This is an optimization exercise on Yosys and OpenROAD, whose aim is small area, a short achievable clock period and few clock cycles per item, not a production implementation. No activity file was given, so power comes from the tool's default toggle rates.

==> onyx <==
## rgb_to_ycbcr_block_builder_unit
module rgb_to_ycbcr_block_builder_unit (
  input  wire logic              clk_i,
  input  wire logic              rst_ni,
  input  wire logic              in_vld_i,
  output logic                   in_stall_o,
  input  wire logic              kind_i,
  input  wire logic [7:0]        red_i,
  input  wire logic [7:0]        green_i,
  input  wire logic [7:0]        blue_i,
  output logic                   out_vld_o,
  input  wire logic              out_stall_i,
  output logic                   pixel_taken_o,
  output logic                   sample_valid_o,
  output logic signed [8:0]      sample_o,
  output logic        [1:0]      block_type_o,
  output logic        [5:0]      element_index_o,
  output logic                   last_of_block_o
);
make LEC_CHECK=0 CAP_MARGIN=20 CORE_MARGIN=2 CORE_UTILIZATION=40 SLEW_MARGIN=20 finish   # period 7.0 ns
run.sh (not shown) runs the stock make flow with config.mk's settings and CLKGATE_MAP_FILE= SYNTH_SCRIPT=/design/flow/synth_recipe.tcl, a recipe that flattens the netlist after the stock synthesis.
==> inputs of amber, as changes to onyx <==
--- a/flow/design.v
+++ b/flow/design.v
@@ -405,19 +405,23 @@
   assign consume   = open && tok_avail;
   assign extend    = accept && tq_v_q[0] && (tcls_q == tok) && (tok != rybb_pkg::TOK_NONE);
   assign push_new  = accept && !extend;
   assign inc       = {3{extend}} & (tq_v_q & ~{1'b0, tq_v_q[2:1]});
   assign retire    = tq_v_q[0] && !inc[0] && (h0_q || (h1_q && consume)) &&
                      (tq_v_q[1] || push_new);
   assign fpop      = consume && (head_cls == rybb_pkg::TOK_SAMPLE);
   logic [7:0] cnt_g [TQ];
+  logic [7:0] cnt0_p, cnt0_m;
+  assign cnt0_p = tq_cnt_q[0] + 8'd1;
+  assign cnt0_m = tq_cnt_q[0] - 8'd1;
   always_comb begin
-    for (int i = 0; i < TQ; i++) cnt_g[i] = tq_cnt_q[i] + 8'(inc[i]);
-    cnt_g[0] = tq_cnt_q[0] + 8'(inc[0]) - 8'(consume);
+    for (int i = 0; i < TQ; i++) cnt_g[i] = inc[i] ? tq_cnt_q[i] + 8'd1 : tq_cnt_q[i];
+    if (consume) cnt_g[0] = inc[0] ? tq_cnt_q[0] : cnt0_m;
+    else         cnt_g[0] = inc[0] ? cnt0_p : tq_cnt_q[0];
   end
   logic [2:0] v_s, slot;
   assign v_s  = retire ? {1'b0, tq_v_q[2:1]} : tq_v_q;
   assign slot = {3{push_new}} & (~v_s & {v_s[1:0], 1'b1});
   logic [1:0] tq_cls_d [TQ];
   logic [7:0] tq_cnt_d [TQ];
   always_comb begin
     for (int i = 0; i < TQ; i++) begin
- SETUP_SLACK_MARGIN: not set -> 4.4
==> inputs of nickel, as changes to onyx <==
--- a/flow/design.v
+++ b/flow/design.v
@@ -19,28 +19,24 @@
   output logic      [7:0] cr_o
 );
   logic [7:0] r0, g0, b0;
   always_ff @(posedge clk_i) begin
     r0 <= r_i;
     g0 <= g_i;
     b0 <= b_i;
   end
-  logic [9:0] e_m, e_s, e_c;
-  assign e_m = ~{1'b0, g0, 1'b0};
-  assign e_s = {2'b0, r0} ^ {2'b0, b0} ^ e_m;
-  assign e_c = ({2'b0, r0} & {2'b0, b0}) | ({2'b0, r0} & e_m) | ({2'b0, b0} & e_m);
   logic [7:0] g1;
   logic [8:0] d11, d21;
   logic [9:0] e1;
   always_ff @(posedge clk_i) begin
     g1  <= g0;
     d11 <= {1'b0, r0} - {1'b0, g0};
     d21 <= {1'b0, b0} - {1'b0, g0};
-    e1  <= e_s + {e_c[8:0], 1'b1};
+    e1  <= {2'b0, r0} + {2'b0, b0} - {1'b0, g0, 1'b0};
   end
   wire ty_0 = e1[0] ^ ~e1[3];
   wire ty_1 = e1[0] & ~e1[3];
   wire ty_2 = e1[1] ^ ~e1[4] ^ e1[6];
   wire ty_3 = (e1[1] & ~e1[4]) | (e1[1] & e1[6]) | (~e1[4] & e1[6]);
   wire ty_4 = e1[2] ^ ~e1[5] ^ e1[7];
   wire ty_5 = (e1[2] & ~e1[5]) | (e1[2] & e1[7]) | (~e1[5] & e1[7]);
   wire ty_6 = e1[3] ^ ~e1[6] ^ e1[8];
@@ -205,23 +201,20 @@
   wire tr_41 = (d11[5] & d21[8]) | (d11[5] & tr_19) | (d21[8] & tr_19);
   wire tr_42 = d11[6] ^ 1'b1;
   wire tr_43 = d11[6] & 1'b1;
   wire tr_44 = d11[7] ^ 1'b1;
   wire tr_45 = d11[7] & 1'b1;
   wire [15:0] tr_a = {~d11[8], tr_44, tr_42, tr_40, tr_38, tr_36, tr_34, tr_32, tr_30, tr_28, tr_26, tr_24, tr_22, tr_20, ~d21[1], ~d21[0]};
   wire [15:0] tr_b = {tr_45, tr_43, tr_41, tr_39, tr_37, tr_35, tr_33, tr_31, tr_29, tr_27, tr_25, tr_23, tr_21, 1'b1, 1'b0, 1'b1};
   function automatic logic [2:0] lo_gp(input logic [7:0] a, input logic [7:0] b);
-    logic [7:0] g, p;
-    logic lo, hi;
-    g  = a & b;
-    p  = a | b;
-    lo = g[3] | (p[3] & g[2]) | (p[3] & p[2] & g[1]) | (p[3] & p[2] & p[1] & g[0]);
-    hi = g[7] | (p[7] & g[6]) | (p[7] & p[6] & g[5]) | (p[7] & p[6] & p[5] & g[4]);
-    lo_gp = {hi, &p[7:4], lo};
+    logic [4:0] lo, hi;
+    lo = {1'b0, a[3:0]} + {1'b0, b[3:0]};
+    hi = {1'b0, a[7:4]} + {1'b0, b[7:4]};
+    lo_gp = {hi[4], &(a[7:4] ^ b[7:4]), lo[4]};
   endfunction
   logic [7:0] g2, ya2, yb2, ba2, bb2, ra2, rb2;
   logic [2:0] ygp2, bgp2, rgp2;
   always_ff @(posedge clk_i) begin
     g2   <= g1;
     ya2  <= ty_a[15:8];
     yb2  <= ty_b[15:8];
     ygp2 <= lo_gp(ty_a[7:0], ty_b[7:0]);
@@ -387,82 +380,71 @@
     end else begin
       if (rd)   fwp_q <= fwp_q + 1'b1;
       if (fpop) frp_q <= frp_q + 1'b1;
       fcnt_q <= fcnt_q + (FW+1)'(rd) - (FW+1)'(fpop);
     end
   end
   logic [1:0] tq_cls_q [TQ];
   logic [7:0] tq_cnt_q [TQ];
-  logic [2:0] tq_v_q;           
-  logic [1:0] tcls_q;           
-  logic       h0_q, h1_q;       
+  logic [1:0] hp_q, wp_q, tp, ne_q;
+  logic [7:0] oc_q;
   logic       open, tok_avail, consume, extend, push_new, retire;
-  logic [2:0] inc;              
   logic [1:0] head_cls;
-  assign head_cls  = tq_cls_q[0];
-  assign tok_avail = tq_v_q[0] && !h0_q &&
+  logic [7:0] head_cnt;
+  logic [7:0] oc_after;
+  logic [1:0] ne_d;
+  function automatic logic [1:0] qinc(input logic [1:0] p);
+    qinc = (p == 2'(TQ - 1)) ? 2'd0 : p + 2'd1;
+  endfunction
+  assign tp        = (wp_q == 2'd0) ? 2'(TQ - 1) : wp_q - 2'd1;
+  assign head_cls  = tq_cls_q[hp_q];
+  assign head_cnt  = tq_cnt_q[hp_q];
+  assign tok_avail = (ne_q != 2'd0) && (oc_q != head_cnt) &&
                      ((head_cls != rybb_pkg::TOK_SAMPLE) || (fcnt_q != '0));
   assign open      = !out_v_q || !out_stall_i;
   assign consume   = open && tok_avail;
-  assign extend    = accept && tq_v_q[0] && (tcls_q == tok) && (tok != rybb_pkg::TOK_NONE);
+  assign extend    = accept && (ne_q != 2'd0) && (tq_cls_q[tp] == tok) && (tq_cnt_q[tp] != 8'd255);
   assign push_new  = accept && !extend;
-  assign inc       = {3{extend}} & (tq_v_q & ~{1'b0, tq_v_q[2:1]});
-  assign retire    = tq_v_q[0] && !inc[0] && (h0_q || (h1_q && consume)) &&
-                     (tq_v_q[1] || push_new);
+  assign oc_after  = oc_q + 8'(consume);
+  assign retire    = (ne_q != 2'd0) &&
+                     (oc_after == head_cnt + 8'(extend && (ne_q == 2'd1))) &&
+                     ((ne_q != 2'd1) || push_new);
+  assign ne_d      = ne_q + 2'(push_new) - 2'(retire);
   assign fpop      = consume && (head_cls == rybb_pkg::TOK_SAMPLE);
-  logic [7:0] cnt_g [TQ];
-  always_comb begin
-    for (int i = 0; i < TQ; i++) cnt_g[i] = tq_cnt_q[i] + 8'(inc[i]);
-    cnt_g[0] = tq_cnt_q[0] + 8'(inc[0]) - 8'(consume);
-  end
-  logic [2:0] v_s, slot;
-  assign v_s  = retire ? {1'b0, tq_v_q[2:1]} : tq_v_q;
-  assign slot = {3{push_new}} & (~v_s & {v_s[1:0], 1'b1});
-  logic [1:0] tq_cls_d [TQ];
-  logic [7:0] tq_cnt_d [TQ];
-  always_comb begin
-    for (int i = 0; i < TQ; i++) begin
-      if (retire && (i < TQ - 1)) begin
-        tq_cls_d[i] = tq_cls_q[i+1];
-        tq_cnt_d[i] = cnt_g[i+1];
+  always_ff @(posedge clk_i or negedge rst_ni) begin
+    if (!rst_ni) begin
+      hp_q <= '0;
+      wp_q <= '0;
+      ne_q <= '0;
+      oc_q <= '0;
+    end else begin
+      if (retire) begin
+        hp_q <= qinc(hp_q);
+        oc_q <= '0;
       end else begin
-        tq_cls_d[i] = tq_cls_q[i];
-        tq_cnt_d[i] = cnt_g[i];
-      end
-      if (slot[i]) begin
-        tq_cls_d[i] = tok;
-        tq_cnt_d[i] = 8'd1;
+        oc_q <= oc_after;
       end
+      if (push_new) wp_q <= qinc(wp_q);
+      ne_q <= ne_d;
     end
   end
   always_ff @(posedge clk_i) begin
-    for (int i = 0; i < TQ; i++) begin
-      tq_cls_q[i] <= tq_cls_d[i];
-      tq_cnt_q[i] <= tq_cnt_d[i];
-    end
-  end
-  always_ff @(posedge clk_i or negedge rst_ni) begin
-    if (!rst_ni) begin
-      tq_v_q <= '0;
-      tcls_q <= rybb_pkg::TOK_NONE;
-      h0_q   <= 1'b0;
-      h1_q   <= 1'b0;
-    end else begin
-      tq_v_q <= v_s | slot;
-      if (push_new) tcls_q <= tok;
-      h0_q   <= (tq_cnt_d[0] == 8'd0);
-      h1_q   <= (tq_cnt_d[0] == 8'd1);
+    if (push_new) begin
+      tq_cls_q[wp_q] <= tok;
+      tq_cnt_q[wp_q] <= 8'd1;
+    end else if (extend) begin
+      tq_cnt_q[tp] <= tq_cnt_q[tp] + 8'd1;
     end
   end
   always_ff @(posedge clk_i or negedge rst_ni) begin
     if (!rst_ni) begin
       stall_q <= 1'b0;
     end else begin
-      stall_q <= tq_v_q[2] || (tq_v_q[1] && push_new) ||
+      stall_q <= (ne_d == 2'(TQ)) ||
                  (!pend_d && rd_act_d) ||
                  (!pend_d && (cnt_d[5:0] != 6'd0) && (wph_d != 6'd0));
     end
   end
   logic       out_v_q;
   logic [7:0] ocnt_q;
   logic       taken_q, sval_q, last_q;
   logic [8:0] smp_q;
==> summary of the runs <==
- Of amber and nickel, amber has the higher sequential power (gap about 3%, measured against nickel).
- The highest setup slack belongs to amber, the lowest to nickel.
- The highest design area belongs to amber, the lowest to onyx.
- Critical path depth: amber < onyx < nickel.
- Total power, highest first: onyx, amber, nickel.
- Against amber, the non-clock buffer count of onyx is lower by 77.
- Between onyx and amber, the lower area after synthesis is in amber (gap 1.6%, measured against amber).
- In nickel the clock skew is lower than in onyx, by 0.0065 ns.
- Global-route usage, highest first: amber, onyx, nickel.
No run of this note included a check of the RTL's function; only the layout flow was run.

## static timing again, ports no longer ideal
The results above use ideal ports. As a check the final layouts listed here were re-extracted and re-timed, cells and wires unchanged. Step 1 assumes that a clkbuf_16 drives the clock port and a buf_2 every other input. Step 2 moves the port delays by t, midway between the first and last clock arrival at a register: inputs arrive t later, outputs are due t later. That takes back most of the time a late clock gives input paths. Slacks: no drivers / after step 1 / after step 2; pairs: no drivers / after step 1.
run	t (ns)	slack for setup (ns)	clock arrival spread, ns	cell pins on the clock port's net
onyx	0.792	2.917 / 2.938 / 2.146	0.030 / 0.030	1
amber	0.800	4.270 / 4.247 / 3.493	0.027 / 0.028	1
nickel	0.814	1.432 / 1.432 / 1.345	0.026 / 0.026	1
After both steps setup and hold are still met in every run listed. For amber, which loses most, drivers alone change the setup slack by -0.023 ns; drivers and shift together by -0.777 ns.
